Context: an optimization exercise on an open-source flow, tuned for small area, a short achievable clock period and few clock cycles per item. The choices shown serve that exercise and are no tape-out recipe.
Function was checked by simulation only, so behaviour that the tests miss may differ from the original.

File: config.mk
export PLATFORM = sky130hd
export DESIGN_NAME = conv_core
export DESIGN_NICKNAME = conv_core
export VERILOG_FILES = /design/flow/design.v
export SDC_FILE = /design/flow/constraint.sdc
export NUM_CORES = 4
export LEC_CHECK = 0
export CAP_MARGIN = 20
export CORE_MARGIN = 2
export CORE_UTILIZATION = 40
export SLEW_MARGIN = 20
File: constraint.sdc
create_clock -name core_clock -period 11.0 [get_ports {clk}]
set_input_delay 2.2000 -clock core_clock [delete_from_list [all_inputs] [get_ports {clk}]]
set_output_delay 2.2000 -clock core_clock [all_outputs]
set_load 0.01 [all_outputs]
File: design.v
package conv_pkg;
	typedef logic signed [8-1:0] dat_t;
	typedef logic [8*8-1:0] dat_vec_t;
	typedef logic signed [24-1:0] acc_t;
	typedef logic [5-1:0] shift_t;
	typedef logic [2-1:0] csr_addr_t;
	typedef logic [32-1:0] csr_data_t;
endpackage
module conv_csr
(
	input  logic      clk,
	input  logic      rst,
	input  logic      csr_wr,
	input  logic      csr_rd,
	input  conv_pkg::csr_addr_t csr_addr,
	input  conv_pkg::csr_data_t csr_wdata,
	output logic      csr_rd_vld,
	output conv_pkg::csr_data_t csr_rdata,
	output logic      relu_en,
	output logic      res_en,
	output conv_pkg::shift_t    out_shift
);
	conv_pkg::csr_data_t rd_word;
	always_ff @(posedge clk) begin
		if (rst) begin
			relu_en   <= 1'b0;
			res_en    <= 1'b0;
			out_shift <= '0;
		end else if (csr_wr) begin
			case (csr_addr)
				0: begin
					relu_en <= csr_wdata[0];
					res_en  <= csr_wdata[1];
				end
				1: begin
					out_shift <= csr_wdata[5-1:0];
				end
				default: begin
				end
			endcase
		end
	end
	always_comb begin
		rd_word = '0;
		case (csr_addr)
			0: begin
				rd_word[0] = relu_en;
				rd_word[1] = res_en;
			end
			1: begin
				rd_word[5-1:0] = out_shift;
			end
			2: begin
				rd_word = 32'h434f_4e56;
			end
			default: begin
				rd_word = '0;
			end
		endcase
	end
	always_ff @(posedge clk) begin
		if (rst) begin
			csr_rd_vld <= 1'b0;
		end else begin
			csr_rd_vld <= csr_rd;
		end
	end
	always_ff @(posedge clk) begin
		if (csr_rd) begin
			csr_rdata <= rd_word;
		end
	end
endmodule
module conv_mac
(
	input  logic     clk,
	input  logic     rst,
	input  logic     dat_vld,
	input  conv_pkg::dat_vec_t dat,
	input  conv_pkg::dat_vec_t wt,
	input  logic     last,
	input  conv_pkg::dat_t     res,
	output logic     acc_vld,
	output conv_pkg::acc_t     acc,
	output conv_pkg::dat_t     acc_res
);
	localparam int TIN = 8;
	localparam int DAT_DW = 8;
	localparam int PROD_DW = 2 * DAT_DW;
	localparam int TREE_DW = PROD_DW + $clog2(TIN);
	logic signed [PROD_DW-1:0] prod_q [TIN];
	logic                      s1_vld;
	logic                      s1_last;
	conv_pkg::dat_t                      s1_res;
	logic signed [TREE_DW-1:0] tree [1:2*TIN-1];
	logic                      s2_vld;
	logic                      s2_last;
	conv_pkg::acc_t                      s2_sum;
	conv_pkg::dat_t                      s2_res;
	logic                      grp_open;
	always_ff @(posedge clk) begin
		if (rst) begin
			s1_vld <= 1'b0;
		end else begin
			s1_vld <= dat_vld;
		end
	end
	always_ff @(posedge clk) begin
		for (int i = 0; i < TIN; i++) begin
			prod_q[i] <= $signed(dat[i*DAT_DW +: DAT_DW])
				* $signed(wt[i*DAT_DW +: DAT_DW]);
		end
		s1_last <= last;
		s1_res  <= res;
	end
	always_comb begin
		for (int i = 0; i < TIN; i++) begin
			tree[TIN+i] = prod_q[i];
		end
		for (int n = TIN - 1; n >= 1; n--) begin
			tree[n] = tree[2*n] + tree[2*n+1];
		end
	end
	always_ff @(posedge clk) begin
		if (rst) begin
			s2_vld <= 1'b0;
		end else begin
			s2_vld <= s1_vld;
		end
	end
	always_ff @(posedge clk) begin
		s2_sum  <= tree[1];
		s2_last <= s1_last;
		s2_res  <= s1_res;
	end
	always_ff @(posedge clk) begin
		if (rst) begin
			grp_open <= 1'b0;
			acc_vld  <= 1'b0;
		end else begin
			acc_vld <= s2_vld & s2_last;
			if (s2_vld) begin
				grp_open <= ~s2_last;
			end
		end
	end
	always_ff @(posedge clk) begin
		if (s2_vld) begin
			if (grp_open) begin
				acc <= acc + s2_sum;
			end else begin
				acc <= s2_sum;
			end
		end
		if (s2_vld && s2_last) begin
			acc_res <= s2_res;
		end
	end
endmodule
module conv_requant
(
	input  logic   clk,
	input  logic   rst,
	input  logic   acc_vld,
	input  conv_pkg::acc_t   acc,
	input  conv_pkg::dat_t   acc_res,
	input  logic   relu_en,
	input  logic   res_en,
	input  conv_pkg::shift_t out_shift,
	output logic   out_vld,
	output conv_pkg::dat_t   out_dat
);
	localparam int WIDE_DW = (1 << 5) + 2;
	localparam logic signed [WIDE_DW-1:0] SAT_MAX = (1 <<< (8 - 1)) - 1;
	localparam logic signed [WIDE_DW-1:0] SAT_MIN = -(1 <<< (8 - 1));
	logic signed [WIDE_DW-1:0] acc_wide;
	logic signed [WIDE_DW-1:0] bias;
	logic signed [WIDE_DW-1:0] shifted;
	logic signed [WIDE_DW-1:0] with_res;
	logic signed [WIDE_DW-1:0] relu_val;
	conv_pkg::dat_t                      sat_val;
	always_comb begin
		acc_wide = acc;
		bias = '0;
		if (out_shift != '0) begin
			bias[out_shift - 1'b1] = 1'b1;
		end
		shifted = (acc_wide + bias) >>> out_shift;
		if (res_en) begin
			with_res = shifted + acc_res;
		end else begin
			with_res = shifted;
		end
		if (relu_en && with_res < 0) begin
			relu_val = '0;
		end else begin
			relu_val = with_res;
		end
		if (relu_val > SAT_MAX) begin
			sat_val = SAT_MAX[8-1:0];
		end else if (relu_val < SAT_MIN) begin
			sat_val = SAT_MIN[8-1:0];
		end else begin
			sat_val = relu_val[8-1:0];
		end
	end
	always_ff @(posedge clk) begin
		if (rst) begin
			out_vld <= 1'b0;
		end else begin
			out_vld <= acc_vld;
		end
	end
	always_ff @(posedge clk) begin
		if (acc_vld) begin
			out_dat <= sat_val;
		end
	end
endmodule
module conv_core
(
	input  logic      clk,
	input  logic      rst,
	input  logic      csr_wr,
	input  logic      csr_rd,
	input  conv_pkg::csr_addr_t csr_addr,
	input  conv_pkg::csr_data_t csr_wdata,
	output logic      csr_rd_vld,
	output conv_pkg::csr_data_t csr_rdata,
	input  logic      dat_vld,
	input  conv_pkg::dat_vec_t  dat,
	input  conv_pkg::dat_vec_t  wt,
	input  logic      last,
	input  conv_pkg::dat_t      res,
	output logic      out_vld,
	output conv_pkg::dat_t      out_dat
);
	logic   relu_en;
	logic   res_en;
	conv_pkg::shift_t out_shift;
	logic   acc_vld;
	conv_pkg::acc_t   acc;
	conv_pkg::dat_t   acc_res;
	conv_csr u_csr (
		.clk        (clk),
		.rst        (rst),
		.csr_wr     (csr_wr),
		.csr_rd     (csr_rd),
		.csr_addr   (csr_addr),
		.csr_wdata  (csr_wdata),
		.csr_rd_vld (csr_rd_vld),
		.csr_rdata  (csr_rdata),
		.relu_en    (relu_en),
		.res_en     (res_en),
		.out_shift  (out_shift)
	);
	conv_mac u_mac (
		.clk     (clk),
		.rst     (rst),
		.dat_vld (dat_vld),
		.dat     (dat),
		.wt      (wt),
		.last    (last),
		.res     (res),
		.acc_vld (acc_vld),
		.acc     (acc),
		.acc_res (acc_res)
	);
	conv_requant u_requant (
		.clk       (clk),
		.rst       (rst),
		.acc_vld   (acc_vld),
		.acc       (acc),
		.acc_res   (acc_res),
		.relu_en   (relu_en),
		.res_en    (res_en),
		.out_shift (out_shift),
		.out_vld   (out_vld),
		.out_dat   (out_dat)
	);
endmodule
File: run.sh
#!/bin/bash
# synth_recipe.tcl (not shown) runs the flow's synth.tcl, then flattens the netlist and writes it again
# the make line also repeats each setting of config.mk as NAME=value (left out here)
make -C /OpenROAD-flow-scripts/flow DESIGN_CONFIG=/design/flow/config.mk WORK_HOME=/design/flow/orfs CLKGATE_MAP_FILE= SYNTH_SCRIPT=/design/flow/synth_recipe.tcl finish
==> notes.md <==
GRT
The global router's overall resource usage is a little under a fifth. The aggregate global routing overflow is 0. Entering global routing, the biggest net connects 62 pins. The number of global-route vias before repair is 28400. The first-pass GRT wire length is 144.4 mm.

The initial antenna violation count came to 0.

Detailed routing
The mean routed wirelength per cell is around 16 um. The routed via count divided by cell count is 5.082. The total wire length is between 80 and 90 mm. The remaining routing DRC violations is 0. The count of nets left with antenna violations after detail routing is 0. The detailed router finished its first iteration with about 1500 violations. The detailed-route via count is between 20000 and 30000. The number of detailed-routing iterations run before antenna repair is 11.

Synth
The async set-reset flop share out of synthesis is 0%. Averaged over all synthesized cells, the footprint is between 8 and 9 um2. The top cell type by area accounts for between 20% and 30% of the synthesized area.

By area the synthesized netlist is led by sky130_fd_sc_hd__fa_1, sky130_fd_sc_hd__ha_1, sky130_fd_sc_hd__dfxtp_1, sky130_fd_sc_hd__inv_1, sky130_fd_sc_hd__and2_1. The number of flops mapped to enable cells by yosys is 46. The post-synthesis instance area is 36940 um2.

In the synthesized netlist, the cells that appear most often are sky130_fd_sc_hd__inv_1, sky130_fd_sc_hd__fa_1, sky130_fd_sc_hd__ha_1. Synthesis inferred 224 register bits. Of all cell types, the one taking the most synthesized area is sky130_fd_sc_hd__fa_1. The cell count after synthesis came out at between 4000 and 5000.

The main flop type after synthesis is sky130_fd_sc_hd__dfxtp_1. sky130_fd_sc_hd__inv_1 is the most common cell in the netlist. The netlist uses just over 100 different library cells. The sequential area share after synthesis is 13.39%. The number of warning messages in the yosys log is 5.

Placed design
The post-detailed-placement half-perimeter wirelength is around 72 mm. The number of port buffers is about 180. At the end of routability-driven placement, the weighted congestion stood at slightly above 0.9. Once placement finished, the instance area stood at between 30000 and 40000 um2.

STA
Timing would allow up to just under 100 MHz. The final worst hold slack is approximately 330 ps. In this run the tightest slew margin relative to its limit is between 30% and 40%. The period utilization is a little over nine tenths. The number of endpoints with negative hold slack in the final report was 0.

In the final timing run, aggregate negative setup slack is 0 ps. The clock tree skew after final layout is ~20 ps. The minimum clock period after layout is ~10000 ps. Setup repair after global routing left no endpoint under its margin.

The actual slew at the worst max-slew pin is approximately 900 ps. The final number of setup-violating endpoints is 0. The count of pins over their slew limit came to 0.

Floorplan
The die is approximately 310 um wide. The total number of placement rows is roughly 110. The die is around 310 um tall. For this configuration, the core starts out at a cell density of just over 40%. The floorplan die area is approximately 95000 um2. The placeable core area is around 90000 um2. The number of placed I/O pins is 218.

Run status
The flow ran to the end and the layout has no timing, DRC or antenna violations.

Critical path
The minimum setup slack among reg-to-reg paths is between 600 and 700 ps. Counting cells, the worst reg-to-reg path comes to 37. The maximum single-stage delay on the critical path is between 600 and 700 ps. The slowest cell on the critical path is sky130_fd_sc_hd__a2111oi_2. The data arrival time of the worst path is 10600 ps.

The nature of the critical path endpoint is a flop. The critical register-to-register path startpoint is u_csr.out_shift[0]$_SDFFE_PP0P_. In this run the worst path has a maximum fanout of 10. The required time at the endpoint of the critical path is 11260 ps. The category of the worst setup path launch point is a flop. Tracing the worst setup path back leads to its startpoint at u_csr.out_shift[0]$_SDFFE_PP0P_. In this run the critical register-to-register path is captured at u_requant.out_dat[4]$_SDFFCE_PN1P_. In this design, the critical path's most frequently occurring cell is sky130_fd_sc_hd__a21oi_1.

The worst setup path is of the reg -> reg kind.

Clocking
The number of hold buffers added after cts is 0. The master cell of the clock root buffer is sky130_fd_sc_hd__clkbuf_16. Clock latency on the worst-skew pair, taken at its later pin, is 550 ps. The count of H-tree levels built during CTS is 1. The number of buffers between clock root and the deepest sink is 3.

TritonCTS built the clock tree. The number of clock buffers added by TritonCTS is 27. The tree built by TritonCTS fans out to between 200 and 250 sinks. The clock input transition at the sequential cells of the worst setup and hold paths is ~60 ps.

Worst hold path
The number of stages on the worst hold path is 0. The end point of the worst hold path is u_mac.s2_res[1]$_DFF_P_. The hold path startpoint is u_mac.s1_res[1]$_DFF_P_.

In this run the worst hold path is classified as reg -> reg.

Cells and area
The number of diodes added for antenna fixing is 0. The share of cells above drive strength 1 is between 3 and 4%. The growth of design area from synthesis to finish is 10.66%. The count of fill cells added during filler insertion is ~9000. The net total in the final layout is 5332. The finished cells cover about 41000 um2.

Job
The count of max-cap constraint violations is 0.
==> cells by family after synthesis <==
group / after synthesis / share of synthesized area (%)
other: 1 / 0.01015
adders and majority gates: 894 / 40.08
AOI/OAI and AO/OA: 801 / 14.59
DFF: 224 / 13.39
muxes: 65 / 2.178
and+or+nand+nor: 1083 / 14.98
buffers and inverters: 781 / 8.275
xor gates and xnor gates: 274 / 6.497
==> stage by stage <==
step | cells | util [%] | setup WS [ps]
2_1_floorplan | 4136 | - | 917.0
3_3_place_gp | 5419 | 43.61 | 502.9
3_5_place_dp | 5419 | 43.61 | 362.4
4_1_cts | 5467 | 44.62 | 333.3
5_1_grt | 5467 | 44.66 | 12.07
6_report | 5467 | 44.66 | 658.8
==> cell usage in the layout, fill, tap and decap left out, drive strengths merged, types with 26 or more instances in the layout <==
master         Yosys  routed
a211oi            26      26
o21bai           102     102
clkdlybuf4s50      0     176
nor2b             26      26
fa               482     482
dfxtp            178     178
nor2             184     184
nand3             48      48
buf               51      28
xnor2            207     207
a21oi            243     243
mux2i             32      32
and2             317     317
a21o              63      63
inv              674     682
o211ai            38      38
xor2              67      67
ha               412     412
clkbuf            56      33
nand2b            68      68
o21ai            122     122
edfxtp            46      46
nand2            311     311
nor3              40      40
==> flip-flops by register name, summed over array words and instances (netlist names) <==
signal	count
u_mac.s2_sum	19
u_mac.s1_res	8
u_csr.out_shift	5
u_mac.acc	24
u_mac.grp_open	1
u_csr.res_en	1
u_mac.s2_last	1
u_mac.prod_q	128
u_requant.out_vld	1
u_mac.s1_last	1
u_requant.out_dat	8
u_csr.csr_rd_vld	1
u_csr.relu_en	1
u_mac.acc_vld	1
u_mac.acc_res	8
u_mac.s2_vld	1
u_csr.csr_rdata	6
u_mac.s1_vld	1
u_mac.s2_res	8
==> how the worst max path moves through the flow <==
stage                                               endpoint  slack, ps  depth (start not counted)
final                     u_requant.out_dat[4]$_SDFFCE_PN1P_        660                         37
after global routing      u_requant.out_dat[4]$_SDFFCE_PN1P_         10                         36
after CTS                 u_requant.out_dat[4]$_SDFFCE_PN1P_        330                         35
after detailed placement  u_requant.out_dat[4]$_SDFFCE_PN1P_        360                         35
after global placement    u_requant.out_dat[4]$_SDFFCE_PN1P_        500                         35
after floorplan           u_requant.out_dat[0]$_SDFFCE_PN1P_        920                         40
==> critical path: cells and delay by family (launching register included) <==
kind / cells / cell delay [ps]
buf+inv: 3 / 500
compound gates: 16 / 4110
flops: 1 / 430
fa+ha+maj: 3 / 950
simple gates: 11 / 3000
xor+xnor: 3 / 600
mux: 1 / 480
==> final cells by class <==
cell class / count / area, um2 / area share [%]
Clock buffer: 33 / 729.5 / 1.785
Clock inverter: 15 / 192.7 / 0.4714
Inverter: 674 / 2530 / 6.189
Multi-Input combinational cell: 3131 / 29020 / 71.00
Sequential cell: 224 / 4947 / 12.10
Tap cell: 1186 / 1484 / 3.630
Timing Repair Buffer: 204 / 1972 / 4.824
==> metal layers <==
metal / track usage (%) / share of wire [%] / vias up
met5: 0 / 0 / -
met1: 24.22 / 45 / 13330
met3: 1.443 / 3.4 / 96
met2: 32.90 / 50 / 474
met4: 4.050 / 2.2 / 0
li1: - / - / 13880
==> timing repair <==
item | CTS | global route
gates resized for setup | 0 | 6
setup buffers | 0 | 0
setup endpoints to repair | 0 | 7
Testbench counts, summed over its fixed seeds: cycles 16,693, beats 16,661.

[port drivers added, routing unchanged]
The results above use ideal ports. As a check the final layout listed here was re-extracted and re-timed, cells and wires unchanged. Step 1 assumes that a clkbuf_16 drives the clock port and a buf_2 every other input. Step 2 adds t to the input delays and takes it off the output delays; t is the mean of the earliest and latest rising clock arrival at the registers after step 1. Input paths then give back, and output paths get back, about the clock's delay inside the block. Three values: ideal ports, drivers, drivers and shift; two values: the first two.
t (ns): 0.601
setup slack, ns: 0.659 / 0.659 / 0.659
hold slack, ns: 0.327 / 0.327 / 0.327
latest minus earliest clock arrival (ns): 0.026 / 0.026
After both steps setup and hold are still met in this run. For this run, drivers alone change the setup slack by 0.000 ns; drivers and shift together by 0.000 ns.
